What follows belongs to an exercise in optimizing a design on an open flow for small area, a short achievable clock period and few clock cycles per item; a production flow would make more cautious choices. Only the layout flow was run in this run; the RTL was not checked for function there. Power is estimated from default activity; no workload was simulated.

==> design/flow/config.mk <==
export PLATFORM = sky130hd
export DESIGN_NAME = w4a8_gemm_top
export DESIGN_NICKNAME = w4a8_gemm_top
export VERILOG_FILES = /design/flow/design.v
export SDC_FILE = /design/flow/constraint.sdc
export NUM_CORES = 4
export LEC_CHECK = 0
export CAP_MARGIN = 20
export CORE_MARGIN = 2
export CORE_UTILIZATION = 40
export CTS_BUF_LIST = sky130_fd_sc_hd__clkbuf_4 sky130_fd_sc_hd__clkbuf_8
export SLEW_MARGIN = 20
==> design/flow/flow/run.sh <==
#!/bin/bash
set -euo pipefail
D=$PWD
SETUP_MARGIN=${SETUP_MARGIN:-5}
bash standard.sh synth > synth.log 2>&1
make -C "$FLOW_HOME" DESIGN_CONFIG=$D/config.mk WORK_HOME=$D/orfs CLKGATE_MAP_FILE= \
  SYNTH_SCRIPT=$D/synth_recipe.tcl \
  BUFFER_PORTS_ARGS="-buffer_cell sky130_fd_sc_hd__buf_2" \
  CTS_ARGS="-sink_clustering_enable -repair_clock_nets -dont_use_dummy_load -buf_list {sky130_fd_sc_hd__clkbuf_4 sky130_fd_sc_hd__clkbuf_8}" \
  SETUP_SLACK_MARGIN=$SETUP_MARGIN finish > layout.log 2>&1
R=$D/orfs/results/sky130hd/w4a8_gemm_top/base
: # left out here: write the final layout as DEF
==> design/flow/standard.sh <==
#!/bin/bash
# synth_recipe.tcl (not shown) runs the flow's synth.tcl, then flattens the netlist and writes it again
# the make line also repeats each setting of config.mk as NAME=value (left out here)
make -C /OpenROAD-flow-scripts/flow DESIGN_CONFIG=/design/flow/config.mk WORK_HOME=/design/flow/orfs CLKGATE_MAP_FILE= SYNTH_SCRIPT=/design/flow/synth_recipe.tcl "${@:-finish}"
==> design/flow/design.v <==
`default_nettype none
package gemm_pkg;
  typedef logic [32-1:0] beat_t;
  typedef logic [2*4*8-1:0] a_tile_t;
  typedef logic [2*4*4-1:0] b_tile_t;
  typedef logic signed [32-1:0] res_t;
  typedef logic [2*2*32-1:0] res_tile_t;
  typedef struct packed {
    a_tile_t a;
    b_tile_t b;
  } operand_t;
  typedef enum logic [2:0] {IDLE, LOAD, COMPUTE, DRAIN, DONE} ctrl_state_t;
endpackage
`default_nettype wire
`timescale 1ns/1ps
`default_nettype none
module tile_mac_s1 (
  input  wire  [31:0] a_row,
  input  wire  [15:0] b_row,
  output wire  [57:0] part
);
  wire e0 = 1'b0 ^ b_row[0];
  wire e1 = (b_row[1] & ~b_row[0] & ~1'b0) | (~b_row[1] & b_row[0] & 1'b0);
  wire p2 = ((e0 & a_row[0])) ^ b_row[1];
  wire p3 = ((e0 & a_row[1]) | (e1 & a_row[0])) ^ b_row[1];
  wire p4 = ((e0 & a_row[2]) | (e1 & a_row[1])) ^ b_row[1];
  wire p5 = ((e0 & a_row[3]) | (e1 & a_row[2])) ^ b_row[1];
  wire p6 = ((e0 & a_row[4]) | (e1 & a_row[3])) ^ b_row[1];
  wire p7 = ((e0 & a_row[5]) | (e1 & a_row[4])) ^ b_row[1];
  wire p8 = ((e0 & a_row[6]) | (e1 & a_row[5])) ^ b_row[1];
  wire p9 = ((e0 & a_row[7]) | (e1 & a_row[6])) ^ b_row[1];
  wire p10 = ((e0 & a_row[7]) | (e1 & a_row[7])) ^ b_row[1];
  wire p11 = ~p10;
  wire e12 = b_row[1] ^ b_row[2];
  wire e13 = (b_row[3] & ~b_row[2] & ~b_row[1]) | (~b_row[3] & b_row[2] & b_row[1]);
  wire p14 = ((e12 & a_row[0])) ^ b_row[3];
  wire p15 = ((e12 & a_row[1]) | (e13 & a_row[0])) ^ b_row[3];
  wire p16 = ((e12 & a_row[2]) | (e13 & a_row[1])) ^ b_row[3];
  wire p17 = ((e12 & a_row[3]) | (e13 & a_row[2])) ^ b_row[3];
  wire p18 = ((e12 & a_row[4]) | (e13 & a_row[3])) ^ b_row[3];
  wire p19 = ((e12 & a_row[5]) | (e13 & a_row[4])) ^ b_row[3];
  wire p20 = ((e12 & a_row[6]) | (e13 & a_row[5])) ^ b_row[3];
  wire p21 = ((e12 & a_row[7]) | (e13 & a_row[6])) ^ b_row[3];
  wire p22 = ((e12 & a_row[7]) | (e13 & a_row[7])) ^ b_row[3];
  wire p23 = ~p22;
  wire e24 = 1'b0 ^ b_row[4];
  wire e25 = (b_row[5] & ~b_row[4] & ~1'b0) | (~b_row[5] & b_row[4] & 1'b0);
  wire p26 = ((e24 & a_row[8])) ^ b_row[5];
  wire p27 = ((e24 & a_row[9]) | (e25 & a_row[8])) ^ b_row[5];
  wire p28 = ((e24 & a_row[10]) | (e25 & a_row[9])) ^ b_row[5];
  wire p29 = ((e24 & a_row[11]) | (e25 & a_row[10])) ^ b_row[5];
  wire p30 = ((e24 & a_row[12]) | (e25 & a_row[11])) ^ b_row[5];
  wire p31 = ((e24 & a_row[13]) | (e25 & a_row[12])) ^ b_row[5];
  wire p32 = ((e24 & a_row[14]) | (e25 & a_row[13])) ^ b_row[5];
  wire p33 = ((e24 & a_row[15]) | (e25 & a_row[14])) ^ b_row[5];
  wire p34 = ((e24 & a_row[15]) | (e25 & a_row[15])) ^ b_row[5];
  wire p35 = ~p34;
  wire e36 = b_row[5] ^ b_row[6];
  wire e37 = (b_row[7] & ~b_row[6] & ~b_row[5]) | (~b_row[7] & b_row[6] & b_row[5]);
  wire p38 = ((e36 & a_row[8])) ^ b_row[7];
  wire p39 = ((e36 & a_row[9]) | (e37 & a_row[8])) ^ b_row[7];
  wire p40 = ((e36 & a_row[10]) | (e37 & a_row[9])) ^ b_row[7];
  wire p41 = ((e36 & a_row[11]) | (e37 & a_row[10])) ^ b_row[7];
  wire p42 = ((e36 & a_row[12]) | (e37 & a_row[11])) ^ b_row[7];
  wire p43 = ((e36 & a_row[13]) | (e37 & a_row[12])) ^ b_row[7];
  wire p44 = ((e36 & a_row[14]) | (e37 & a_row[13])) ^ b_row[7];
  wire p45 = ((e36 & a_row[15]) | (e37 & a_row[14])) ^ b_row[7];
  wire p46 = ((e36 & a_row[15]) | (e37 & a_row[15])) ^ b_row[7];
  wire p47 = ~p46;
  wire e48 = 1'b0 ^ b_row[8];
  wire e49 = (b_row[9] & ~b_row[8] & ~1'b0) | (~b_row[9] & b_row[8] & 1'b0);
  wire p50 = ((e48 & a_row[16])) ^ b_row[9];
  wire p51 = ((e48 & a_row[17]) | (e49 & a_row[16])) ^ b_row[9];
  wire p52 = ((e48 & a_row[18]) | (e49 & a_row[17])) ^ b_row[9];
  wire p53 = ((e48 & a_row[19]) | (e49 & a_row[18])) ^ b_row[9];
  wire p54 = ((e48 & a_row[20]) | (e49 & a_row[19])) ^ b_row[9];
  wire p55 = ((e48 & a_row[21]) | (e49 & a_row[20])) ^ b_row[9];
  wire p56 = ((e48 & a_row[22]) | (e49 & a_row[21])) ^ b_row[9];
  wire p57 = ((e48 & a_row[23]) | (e49 & a_row[22])) ^ b_row[9];
  wire p58 = ((e48 & a_row[23]) | (e49 & a_row[23])) ^ b_row[9];
  wire p59 = ~p58;
  wire e60 = b_row[9] ^ b_row[10];
  wire e61 = (b_row[11] & ~b_row[10] & ~b_row[9]) | (~b_row[11] & b_row[10] & b_row[9]);
  wire p62 = ((e60 & a_row[16])) ^ b_row[11];
  wire p63 = ((e60 & a_row[17]) | (e61 & a_row[16])) ^ b_row[11];
  wire p64 = ((e60 & a_row[18]) | (e61 & a_row[17])) ^ b_row[11];
  wire p65 = ((e60 & a_row[19]) | (e61 & a_row[18])) ^ b_row[11];
  wire p66 = ((e60 & a_row[20]) | (e61 & a_row[19])) ^ b_row[11];
  wire p67 = ((e60 & a_row[21]) | (e61 & a_row[20])) ^ b_row[11];
  wire p68 = ((e60 & a_row[22]) | (e61 & a_row[21])) ^ b_row[11];
  wire p69 = ((e60 & a_row[23]) | (e61 & a_row[22])) ^ b_row[11];
  wire p70 = ((e60 & a_row[23]) | (e61 & a_row[23])) ^ b_row[11];
  wire p71 = ~p70;
  wire e72 = 1'b0 ^ b_row[12];
  wire e73 = (b_row[13] & ~b_row[12] & ~1'b0) | (~b_row[13] & b_row[12] & 1'b0);
  wire p74 = ((e72 & a_row[24])) ^ b_row[13];
  wire p75 = ((e72 & a_row[25]) | (e73 & a_row[24])) ^ b_row[13];
  wire p76 = ((e72 & a_row[26]) | (e73 & a_row[25])) ^ b_row[13];
  wire p77 = ((e72 & a_row[27]) | (e73 & a_row[26])) ^ b_row[13];
  wire p78 = ((e72 & a_row[28]) | (e73 & a_row[27])) ^ b_row[13];
  wire p79 = ((e72 & a_row[29]) | (e73 & a_row[28])) ^ b_row[13];
  wire p80 = ((e72 & a_row[30]) | (e73 & a_row[29])) ^ b_row[13];
  wire p81 = ((e72 & a_row[31]) | (e73 & a_row[30])) ^ b_row[13];
  wire p82 = ((e72 & a_row[31]) | (e73 & a_row[31])) ^ b_row[13];
  wire p83 = ~p82;
  wire e84 = b_row[13] ^ b_row[14];
  wire e85 = (b_row[15] & ~b_row[14] & ~b_row[13]) | (~b_row[15] & b_row[14] & b_row[13]);
  wire p86 = ((e84 & a_row[24])) ^ b_row[15];
  wire p87 = ((e84 & a_row[25]) | (e85 & a_row[24])) ^ b_row[15];
  wire p88 = ((e84 & a_row[26]) | (e85 & a_row[25])) ^ b_row[15];
  wire p89 = ((e84 & a_row[27]) | (e85 & a_row[26])) ^ b_row[15];
  wire p90 = ((e84 & a_row[28]) | (e85 & a_row[27])) ^ b_row[15];
  wire p91 = ((e84 & a_row[29]) | (e85 & a_row[28])) ^ b_row[15];
  wire p92 = ((e84 & a_row[30]) | (e85 & a_row[29])) ^ b_row[15];
  wire p93 = ((e84 & a_row[31]) | (e85 & a_row[30])) ^ b_row[15];
  wire p94 = ((e84 & a_row[31]) | (e85 & a_row[31])) ^ b_row[15];
  wire p95 = ~p94;
  wire s96 = b_row[13] ^ b_row[1] ^ b_row[5];
  wire c97 = (b_row[13] & b_row[1]) | (b_row[5] & (b_row[13] ^ b_row[1]));
  wire s98 = b_row[9] ^ s96;
  wire c99 = b_row[9] & s96;
  wire s100 = c97 ^ c99;
  wire c101 = c97 & c99;
  wire s102 = b_row[11] ^ b_row[15] ^ b_row[3];
  wire c103 = (b_row[11] & b_row[15]) | (b_row[3] & (b_row[11] ^ b_row[15]));
  wire s104 = b_row[7] ^ s102 ^ p14;
  wire c105 = (b_row[7] & s102) | (p14 & (b_row[7] ^ s102));
  wire s106 = p28 ^ p38 ^ p4;
  wire c107 = (p28 & p38) | (p4 & (p28 ^ p38));
  wire s108 = p52 ^ p62 ^ p76;
  wire c109 = (p52 & p62) | (p76 & (p52 ^ p62));
  wire s110 = c103 ^ p15 ^ p29;
  wire c111 = (c103 & p15) | (p29 & (c103 ^ p15));
  wire s112 = p39 ^ p5 ^ p53;
  wire c113 = (p39 & p5) | (p53 & (p39 ^ p5));
  wire s114 = p63 ^ p77 ^ p87;
  wire c115 = (p63 & p77) | (p87 & (p63 ^ p77));
  wire s116 = c105 ^ c107;
  wire c117 = c105 & c107;
  wire s118 = p16 ^ p30 ^ p40;
  wire c119 = (p16 & p30) | (p40 & (p16 ^ p30));
  wire s120 = p54 ^ p6 ^ p64;
  wire c121 = (p54 & p6) | (p64 & (p54 ^ p6));
  wire s122 = p78 ^ p88 ^ c111;
  wire c123 = (p78 & p88) | (c111 & (p78 ^ p88));
  wire s124 = c113 ^ c115;
  wire c125 = c113 & c115;
  wire s126 = p17 ^ p31 ^ p41;
  wire c127 = (p17 & p31) | (p41 & (p17 ^ p31));
  wire s128 = p55 ^ p65 ^ p7;
  wire c129 = (p55 & p65) | (p7 & (p55 ^ p65));
  wire s130 = p79 ^ p89 ^ c119;
  wire c131 = (p79 & p89) | (c119 & (p79 ^ p89));
  wire s132 = c121 ^ s126;
  wire c133 = c121 & s126;
  wire s134 = p18 ^ p32 ^ p42;
  wire c135 = (p18 & p32) | (p42 & (p18 ^ p32));
  wire s136 = p56 ^ p66 ^ p8;
  wire c137 = (p56 & p66) | (p8 & (p56 ^ p66));
  wire s138 = p80 ^ p90 ^ c127;
  wire c139 = (p80 & p90) | (c127 & (p80 ^ p90));
  wire s140 = c129 ^ s134;
  wire c141 = c129 & s134;
  wire s142 = p19 ^ p33 ^ p43;
  wire c143 = (p19 & p33) | (p43 & (p19 ^ p33));
  wire s144 = p57 ^ p67 ^ p81;
  wire c145 = (p57 & p67) | (p81 & (p57 ^ p67));
  wire s146 = p9 ^ p91 ^ c135;
  wire c147 = (p9 & p91) | (c135 & (p9 ^ p91));
  wire s148 = c137 ^ s142;
  wire c149 = c137 & s142;
  wire s150 = p11 ^ p20 ^ p35;
  wire c151 = (p11 & p20) | (p35 & (p11 ^ p20));
  wire s152 = p44 ^ p59 ^ p68;
  wire c153 = (p44 & p59) | (p68 & (p44 ^ p59));
  wire s154 = p83 ^ p92 ^ c143;
  wire c155 = (p83 & p92) | (c143 & (p83 ^ p92));
  wire s156 = c145 ^ s150;
  wire c157 = c145 & s150;
  wire s158 = p21 ^ p45 ^ p69;
  wire c159 = (p21 & p45) | (p69 & (p21 ^ p45));
  wire s160 = p93 ^ c151;
  wire c161 = p93 & c151;
  wire s162 = 1'b1 ^ p23 ^ p47;
  wire c163 = (1'b1 & p23) | (p47 & (1'b1 ^ p23));
  assign part = {1'b1, c163, 1'b1, c161, s162, c159, p95, p71, c155, s160, c157, s158, c153, s154, c147, s156, c149, s152, s146, c139, s148, c141, s144, s138, c131, s140, c133, s136, s130, c123, s132, c125, s128, s122, s124, c117, s120, s118, s116, s114, s112, s110, c109, s108, s106, s104, c101, p86, s100, p75, p51, p3, p27, s98, p74, p50, p26, p2};
endmodule
module tile_mac_s2 (
  input  wire  [57:0] part,
  output wire  [13:0] dot
);
  wire s0 = part[0] ^ part[1] ^ part[2];
  wire c1 = (part[0] & part[1]) | (part[2] & (part[0] ^ part[1]));
  wire s2 = part[3] ^ part[4];
  wire c3 = part[3] & part[4];
  wire s4 = part[5] ^ part[6] ^ part[7];
  wire c5 = (part[5] & part[6]) | (part[7] & (part[5] ^ part[6]));
  wire s6 = part[8] ^ part[9] ^ c3;
  wire c7 = (part[8] & part[9]) | (c3 & (part[8] ^ part[9]));
  wire s8 = c1 ^ s4;
  wire c9 = c1 & s4;
  wire s10 = part[10] ^ part[11] ^ part[12];
  wire c11 = (part[10] & part[11]) | (part[12] & (part[10] ^ part[11]));
  wire s12 = part[13] ^ part[14] ^ c5;
  wire c13 = (part[13] & part[14]) | (c5 & (part[13] ^ part[14]));
  wire s14 = s10 ^ c7 ^ c9;
  wire c15 = (s10 & c7) | (c9 & (s10 ^ c7));
  wire s16 = part[15] ^ part[16] ^ part[17];
  wire c17 = (part[15] & part[16]) | (part[17] & (part[15] ^ part[16]));
  wire s18 = part[18] ^ part[19] ^ c11;
  wire c19 = (part[18] & part[19]) | (c11 & (part[18] ^ part[19]));
  wire s20 = s16 ^ c13 ^ s18;
  wire c21 = (s16 & c13) | (s18 & (s16 ^ c13));
  wire s22 = part[20] ^ part[21] ^ part[22];
  wire c23 = (part[20] & part[21]) | (part[22] & (part[20] ^ part[21]));
  wire s24 = part[23] ^ part[24] ^ c17;
  wire c25 = (part[23] & part[24]) | (c17 & (part[23] ^ part[24]));
  wire s26 = s22 ^ c19 ^ s24;
  wire c27 = (s22 & c19) | (s24 & (s22 ^ c19));
  wire s28 = part[25] ^ part[26] ^ part[27];
  wire c29 = (part[25] & part[26]) | (part[27] & (part[25] ^ part[26]));
  wire s30 = part[28] ^ part[29] ^ c23;
  wire c31 = (part[28] & part[29]) | (c23 & (part[28] ^ part[29]));
  wire s32 = s28 ^ c25 ^ s30;
  wire c33 = (s28 & c25) | (s30 & (s28 ^ c25));
  wire s34 = part[30] ^ part[31] ^ part[32];
  wire c35 = (part[30] & part[31]) | (part[32] & (part[30] ^ part[31]));
  wire s36 = part[33] ^ part[34] ^ c29;
  wire c37 = (part[33] & part[34]) | (c29 & (part[33] ^ part[34]));
  wire s38 = s34 ^ c31 ^ s36;
  wire c39 = (s34 & c31) | (s36 & (s34 ^ c31));
  wire s40 = part[35] ^ part[36] ^ part[37];
  wire c41 = (part[35] & part[36]) | (part[37] & (part[35] ^ part[36]));
  wire s42 = part[38] ^ part[39] ^ c35;
  wire c43 = (part[38] & part[39]) | (c35 & (part[38] ^ part[39]));
  wire s44 = s40 ^ c37 ^ s42;
  wire c45 = (s40 & c37) | (s42 & (s40 ^ c37));
  wire s46 = part[40] ^ part[41] ^ part[42];
  wire c47 = (part[40] & part[41]) | (part[42] & (part[40] ^ part[41]));
  wire s48 = part[43] ^ part[44] ^ c41;
  wire c49 = (part[43] & part[44]) | (c41 & (part[43] ^ part[44]));
  wire s50 = s46 ^ c43 ^ s48;
  wire c51 = (s46 & c43) | (s48 & (s46 ^ c43));
  wire s52 = part[45] ^ part[46] ^ part[47];
  wire c53 = (part[45] & part[46]) | (part[47] & (part[45] ^ part[46]));
  wire s54 = part[48] ^ part[49] ^ c47;
  wire c55 = (part[48] & part[49]) | (c47 & (part[48] ^ part[49]));
  wire s56 = s52 ^ c49 ^ s54;
  wire c57 = (s52 & c49) | (s54 & (s52 ^ c49));
  wire s58 = part[50] ^ part[51] ^ part[52];
  wire c59 = (part[50] & part[51]) | (part[52] & (part[50] ^ part[51]));
  wire s60 = part[53] ^ part[54] ^ c53;
  wire c61 = (part[53] & part[54]) | (c53 & (part[53] ^ part[54]));
  wire s62 = s58 ^ c55 ^ s60;
  wire c63 = (s58 & c55) | (s60 & (s58 ^ c55));
  wire s64 = part[55] ^ part[56] ^ c59;
  wire c65 = (part[55] & part[56]) | (c59 & (part[55] ^ part[56]));
  wire s66 = c61 ^ s64;
  wire c67 = c61 & s64;
  wire [13:0] row_x = {part[57], c65, s66, c57, c51, c45, c39, c33, c27, c21, c15, s12, s6, s2};
  wire [13:0] row_y = {1'b0, c67, c63, s62, s56, s50, s44, s38, s32, s26, s20, s14, s8, s0};
  assign dot = row_x + row_y;
endmodule
`default_nettype wire
`timescale 1ns/1ps
`default_nettype none
module w4a8_gemm_top (
  input  wire         ap_clk,
  input  wire         areset,
  input  wire         ap_start,
  input  wire         write_result,
  input  wire         a_req,
  input  wire  [31:0] a_data,
  input  wire         b_req,
  input  wire  [31:0] b_data,
  input  wire         out_ready,
  output wire         ap_idle,
  output wire         ap_done,
  output wire         ap_ready,
  output wire         a_ack,
  output wire         b_ack,
  output wire         out_valid,
  output wire  [31:0] out_data
);
  logic        run;        
  logic        done_q;
  logic        wr_q;
  logic        ack_a, ack_b;
  logic [1:0]  a_cnt;      
  logic        b_got;      
  logic [2:0]  cur;        
  logic [2:0]  sq;         
  logic [2:0]  pw;         
  logic        pv;         
  logic        ov;         
  logic [58-1:0] preg;
  logic [13:0] oreg;
  logic [31:0] areg;
  logic [31:0] breg;
  logic [58-1:0] part;
  logic [13:0] dot;
  wire xfer    = ov & out_ready;
  function automatic logic ok(input logic [2:0] w, input logic a1_in);
    ok = run & wr_q & b_got & ~w[2] & (w[1] ? (a_cnt == 2'd2 | a1_in) : (a_cnt == 2'd1));
  endfunction
  wire load    = run & wr_q & pv & (pw == cur) & (~ov | out_ready);
  wire [2:0] cur_n = cur + {2'b0, load};
  wire take_a  = run & a_req & ~ack_a &
                 (a_cnt == 2'd0 | (a_cnt == 2'd1 & (~wr_q | cur[1] | (cur[0] & load))));
  wire sq_ok   = ok(sq, take_a);
  wire [2:0] sq_n  = (sq_ok & (sq == cur_n)) ? cur_n + 3'd1 : cur_n;
  wire take_b  = run & b_req & ~ack_b & ~b_got;
  wire tiles   = (a_cnt == 2'd2) & ~ack_a & b_got & ~ack_b;
  wire fin     = run & tiles & (~wr_q | (cur[2] & (~ov | out_ready)));
  tile_mac_s1 mac_s1 (
    .a_row ((sq[1] & (a_cnt == 2'd1)) ? a_data : areg),
    .b_row (sq[0] ? breg[31:16] : breg[15:0]),
    .part  (part)
  );
  tile_mac_s2 mac_s2 (
    .part  (preg),
    .dot   (dot)
  );
  always_ff @(posedge ap_clk) begin
    if (areset) begin
      run    <= 1'b0;
      done_q <= 1'b0;
      wr_q   <= 1'b0;
      ack_a  <= 1'b0;
      ack_b  <= 1'b0;
      a_cnt  <= '0;
      b_got  <= 1'b0;
      cur    <= '0;
      sq     <= '0;
      pw     <= '0;
      pv     <= 1'b0;
      ov     <= 1'b0;
    end else begin
      done_q <= fin;
      if (~run) begin
        if (ap_start & ~done_q) begin
          run   <= 1'b1;
          wr_q  <= write_result;
          a_cnt <= '0;
          b_got <= 1'b0;
          cur   <= '0;
          sq    <= '0;
        end
      end else if (fin) begin
        run <= 1'b0;
      end
      if (take_a) begin
        ack_a <= 1'b1;
        a_cnt <= a_cnt + 2'd1;
      end else if (~a_req) begin
        ack_a <= 1'b0;
      end
      if (take_b) begin
        ack_b <= 1'b1;
        b_got <= 1'b1;
      end else if (~b_req) begin
        ack_b <= 1'b0;
      end
      if (run) begin
        cur  <= cur_n;
        sq   <= sq_n;
      end
      pw   <= sq;
      pv   <= sq_ok;
      if (load) begin
        ov   <= 1'b1;
      end else if (xfer) begin
        ov   <= 1'b0;
      end
    end
  end
  always_ff @(posedge ap_clk) begin
    if (take_a) areg <= a_data;
    if (take_b) breg <= b_data;
    preg <= part;
    if (load)   oreg <= dot;
  end
  assign ap_idle   = ~run;
  assign ap_done   = done_q;
  assign ap_ready  = done_q;
  assign a_ack     = ack_a;
  assign b_ack     = ack_b;
  assign out_valid = ov;
  assign out_data  = {{18{oreg[13]}}, oreg};
endmodule
`default_nettype wire
==> design/flow/constraint.sdc <==
create_clock -name core_clock -period 8.0 [get_ports {ap_clk}]
set_input_delay 1.6000 -clock core_clock [delete_from_list [all_inputs] [get_ports {ap_clk}]]
set_output_delay 1.6000 -clock core_clock [all_outputs]
set_load 0.01 [all_outputs]
==> summary.txt <==
status: finished clean
max incr delay on CP: 0.44 ns
total of warnings raised by yosys: 1
Max clock buf depth: 2
fillers: 2179
most frequent cell on the critical path: fa_1
die height: 157 um
final cycle utilization of the critical path: 38.9%
max cap viols: 0
CP Class: flop to flop
final setup margin: 4.89 ns
final core occ: 47.6%
CP startpoint kind: flop
Hold Vio Cnt, Final: 0
worst reg2reg path startpoint: mac_s2.part[45]$_DFF_P_
Via-to-Cell Ratio: 5.15
via count: 6601
count of cell types in the netlist: 65
register area share after synthesis: 40.8%
worst-path cell chain: fa_1 -> inv_1 -> fa_1 -> inv_1 -> fa_1 -> ha_2 -> or3_1 -> o21ai_0 -> a31oi_2 -> xor2_1
initial core utilization: 40.5%
Hold Path Class: flop to flop
n_diodes: 0
Top FF cell, synth: edfxtp_1
Core Box Area: 0.0233 sq mm
Synth Register Bits: 153
combinational share of power: 51.1%
clock root cell: clkbuf_8
Worst-path clk slew: 0.09 ns
Post-Route Skew: 0.0313 ns
All-Layer GR Usage: 17.3%
Max Slew Vio Count: 0
First-pass DRT Iterations: 8
setup_tns: 0 ns
R2R depth: 10
DRC: 0
CP Buf/Inv Count: 2
clock network fraction of design power: 15.0%
hold path cells: 1
hold buffer count at cts: 0
top cell type by total area after synthesis: edfxtp_1
TritonCTS Buffers: 17
CTS Sinks: 153
Antenna Nets Post-Route: 0
Crit path max-delay family: adder cells
asr flop ratio synth: 0%
worst slack, placed: 3.95 ns
Rows: 56
die area: 0.0248 sq mm
syn nets: 1009
Ports: 109
pwr dens: 265 mW/mm^2
total global routing overflow: 0
peak supply drop: 0.259 mV
WL final: 21300 um
Synth Instances: 850
crit path max fanout: 5
synthesized area: 0.00941 sq mm
first-pass GRT wire length: 33000 um
number of global-route vias before repair: 6174
top cell type's share of synthesized area: 24.9%
net switching power: 1040 uW
synth top area cells: edfxtp_1 25%, dfxtp_1 16%, fa_1 12%
Post-synth EDFFs: 78
Reg power frac: 33.9%
clock latency (worst-skew pair): 0.45 ns
internal power: 1890 uW
leakage power: 0.00447 uW
Slew @ Worst Pin: 0.924 ns
RD Place Congestion: 0.826
initial antenna violation count: 0
post-layout net count: 1123
slowest cell on the critical path: fa_1
CP Capture Type: flop
sw frac: 35.6%
area delta synth->final: 17.6%
CP Data Required Time: 8.18 ns
DIE WIDTH: 157 um
wire per inst: 16.6 um
Iter 0 DRT Violations: 471
Detail Placement HPWL: 15300 um
Worst Hold Launch: sq[2]$_SDFFE_PP0P_
reg-to-reg slack, setup: 4.89 ns
CTS tree: done
worst relative slew slack: 38.1%
share of cells above drive strength 1: 31.8%
Avg Cell Area, Syn: 11.1 sq um
reg2reg end: oreg[12]$_DFFE_PN_
fin crit period: 3.11 ns
Min-Delay Endpoint: pw[2]$_SDFF_PP0_
critical path data arrival time: 3.29 ns
largest net degree at the start of global routing: 27
Final setup viols: 0
H-Tree Depth: 4
number of port buffers: 108
Fmax: 322 MHz
RSZ-0062 raised after global routing: yes
## state kept, by name, summed over array words and instances (netlist names), 2 cells and up
name,count
breg,32
pw,3
sq,3
mac_s2.part,56
a_cnt,2
areg,32
cur,3
oreg,14
## Yosys cell counts, drive strengths merged (7+ instances only)
cell and count:
o311ai 9, a21oi 50, dfxtp 75, xnor2 19, edfxtp 78, maj3 18
nand2 36, nor2b 7, nor3 12, inv 100, o22ai 38, mux2 18
mux2i 64, nand3 14, a22oi 10, buf 47, ha 33, nor2 40
fa 55, o221ai 14, o21ai 33, nand2b 8, xor2 8
## worst max path at each step
| stage | startpoint | to | slack (ns) | depth (start not counted) |
|---|---|---|---|---|
| floorplan | out_ready | areg[0]$_DFFE_PP_ | 4.39 | 5 |
| global placement | out_ready | a_cnt[0]$_SDFFE_PP0P_ | 4.02 | 10 |
| detailed placement | out_ready | a_cnt[0]$_SDFFE_PP0P_ | 3.95 | 10 |
| CTS | mac_s2.part[30]$_DFF_P_ | oreg[12]$_DFFE_PN_ | 4.84 | 10 |
| global route | mac_s2.part[27]$_DFF_P_ | oreg[11]$_DFFE_PN_ | 4.77 | 12 |
| finish | mac_s2.part[45]$_DFF_P_ | oreg[12]$_DFFE_PN_ | 4.89 | 10 |
## power by group through the flow
stage	clock network, uW	registers (uW)	logic, uW
finish	439	991	1500
global placement	0	1010	1220
global route	482	997	1670
floorplan	0	996	990
CTS	456	990	1390
detailed placement	0	1010	1240
## logic make-up after synthesis
group | after synthesis | share of synthesized area [%]
XOR/XNOR | 27 | 2.51
AO/OA/AOI/OAI | 197 | 13.6
buffers and inverters | 154 | 8.24
adder cells (fa/ha/maj) | 106 | 18.0
AND/OR/NAND/NOR | 131 | 6.66
flip-flops | 153 | 40.8
multiplexers | 82 | 10.2
## metal layers
metal / vias to the layer above / part of all wire (%) / GRT usage [%]
met2: 180 / 48 / 28.9
met4: 0 / 1.2 / 4.24
met3: 17 / 3.9 / 2.48
met5: - / 0 / 0
li1: 3242 / - / -
met1: 3162 / 47 / 23.9
## metrics by stage
step	instances	hold slack, ns	power, uW	area (sq um)
after detailed placement	1230	0.476	2240	10300
after floorplan	850	0.452	1990	9720
after global routing	1281	0.510	3150	11100
after global placement	1230	0.485	2230	10300
final	1281	0.496	2930	11100
after CTS	1261	0.497	2840	10800
## placed cells by master, fill, tap and decap left out, types with 12 or more instances in the layout
| cell type | Yosys | routed |
|---|---|---|
| buf_2 | 14 | 108 |
| inv_1 | 96 | 82 |
| edfxtp_1 | 78 | 78 |
| dfxtp_1 | 75 | 63 |
| a21oi_1 | 50 | 48 |
| fa_1 | 55 | 42 |
| nor2_1 | 39 | 38 |
| o22ai_1 | 38 | 38 |
| mux2i_1 | 51 | 35 |
| buf_4 | 24 | 34 |
| nand2_1 | 33 | 33 |
| mux2i_4 | 5 | 18 |
| xnor2_1 | 19 | 18 |
| o21ai_0 | 28 | 18 |
| ha_1 | 33 | 17 |
| clkbuf_8 | 0 | 17 |
| inv_2 | 3 | 16 |
| nand3_1 | 14 | 14 |
| o221ai_1 | 14 | 14 |
| fa_2 | 0 | 13 |
| mux2i_2 | 8 | 12 |
## area by class of cell
| class | instances | area (sq um) | area share, % |
|---|---|---|---|
| Sequential cell | 153 | 3860 | 34.9 |
| Inverter | 102 | 393 | 3.55 |
| Multi-Input combinational cell | 546 | 5360 | 48.4 |
| Tap cell | 319 | 399 | 3.61 |
| Clock buffer | 17 | 234 | 2.11 |
| Timing Repair inverter | 1 | 5.00 | 0.0452 |
| Timing Repair Buffer | 143 | 816 | 7.37 |
## what timing repair did
item,CTS,global route
pin swaps,19,19
gates resized for setup,32,44
setup buffers,11,19
cloned,3,1
setup endpoints to repair,82,27

==> afterwards: timing with drivers on the ports <==
No port has a modelled driver above. Below, the same layout with a new extraction and two added sets of constraints. Step 1 assumes that a clkbuf_16 drives the clock port and a buf_2 every other input. Step 2 moves the port delays by t, midway between the first and last clock arrival at a register: inputs arrive t later, outputs are due t later. That takes back most of the time a late clock gives input paths. a / b / c = no drivers / after step 1 / after step 2; a / b = the first two.
t, ns: 0.476
slack for setup (ns): 4.890 / 4.890 / 4.540
hold slack, ns: 0.496 / 0.496 / 0.496
After both steps setup and hold are still met in this run. The setup slack of this run moves by 0.000 ns with the drivers and by -0.350 ns with both steps.
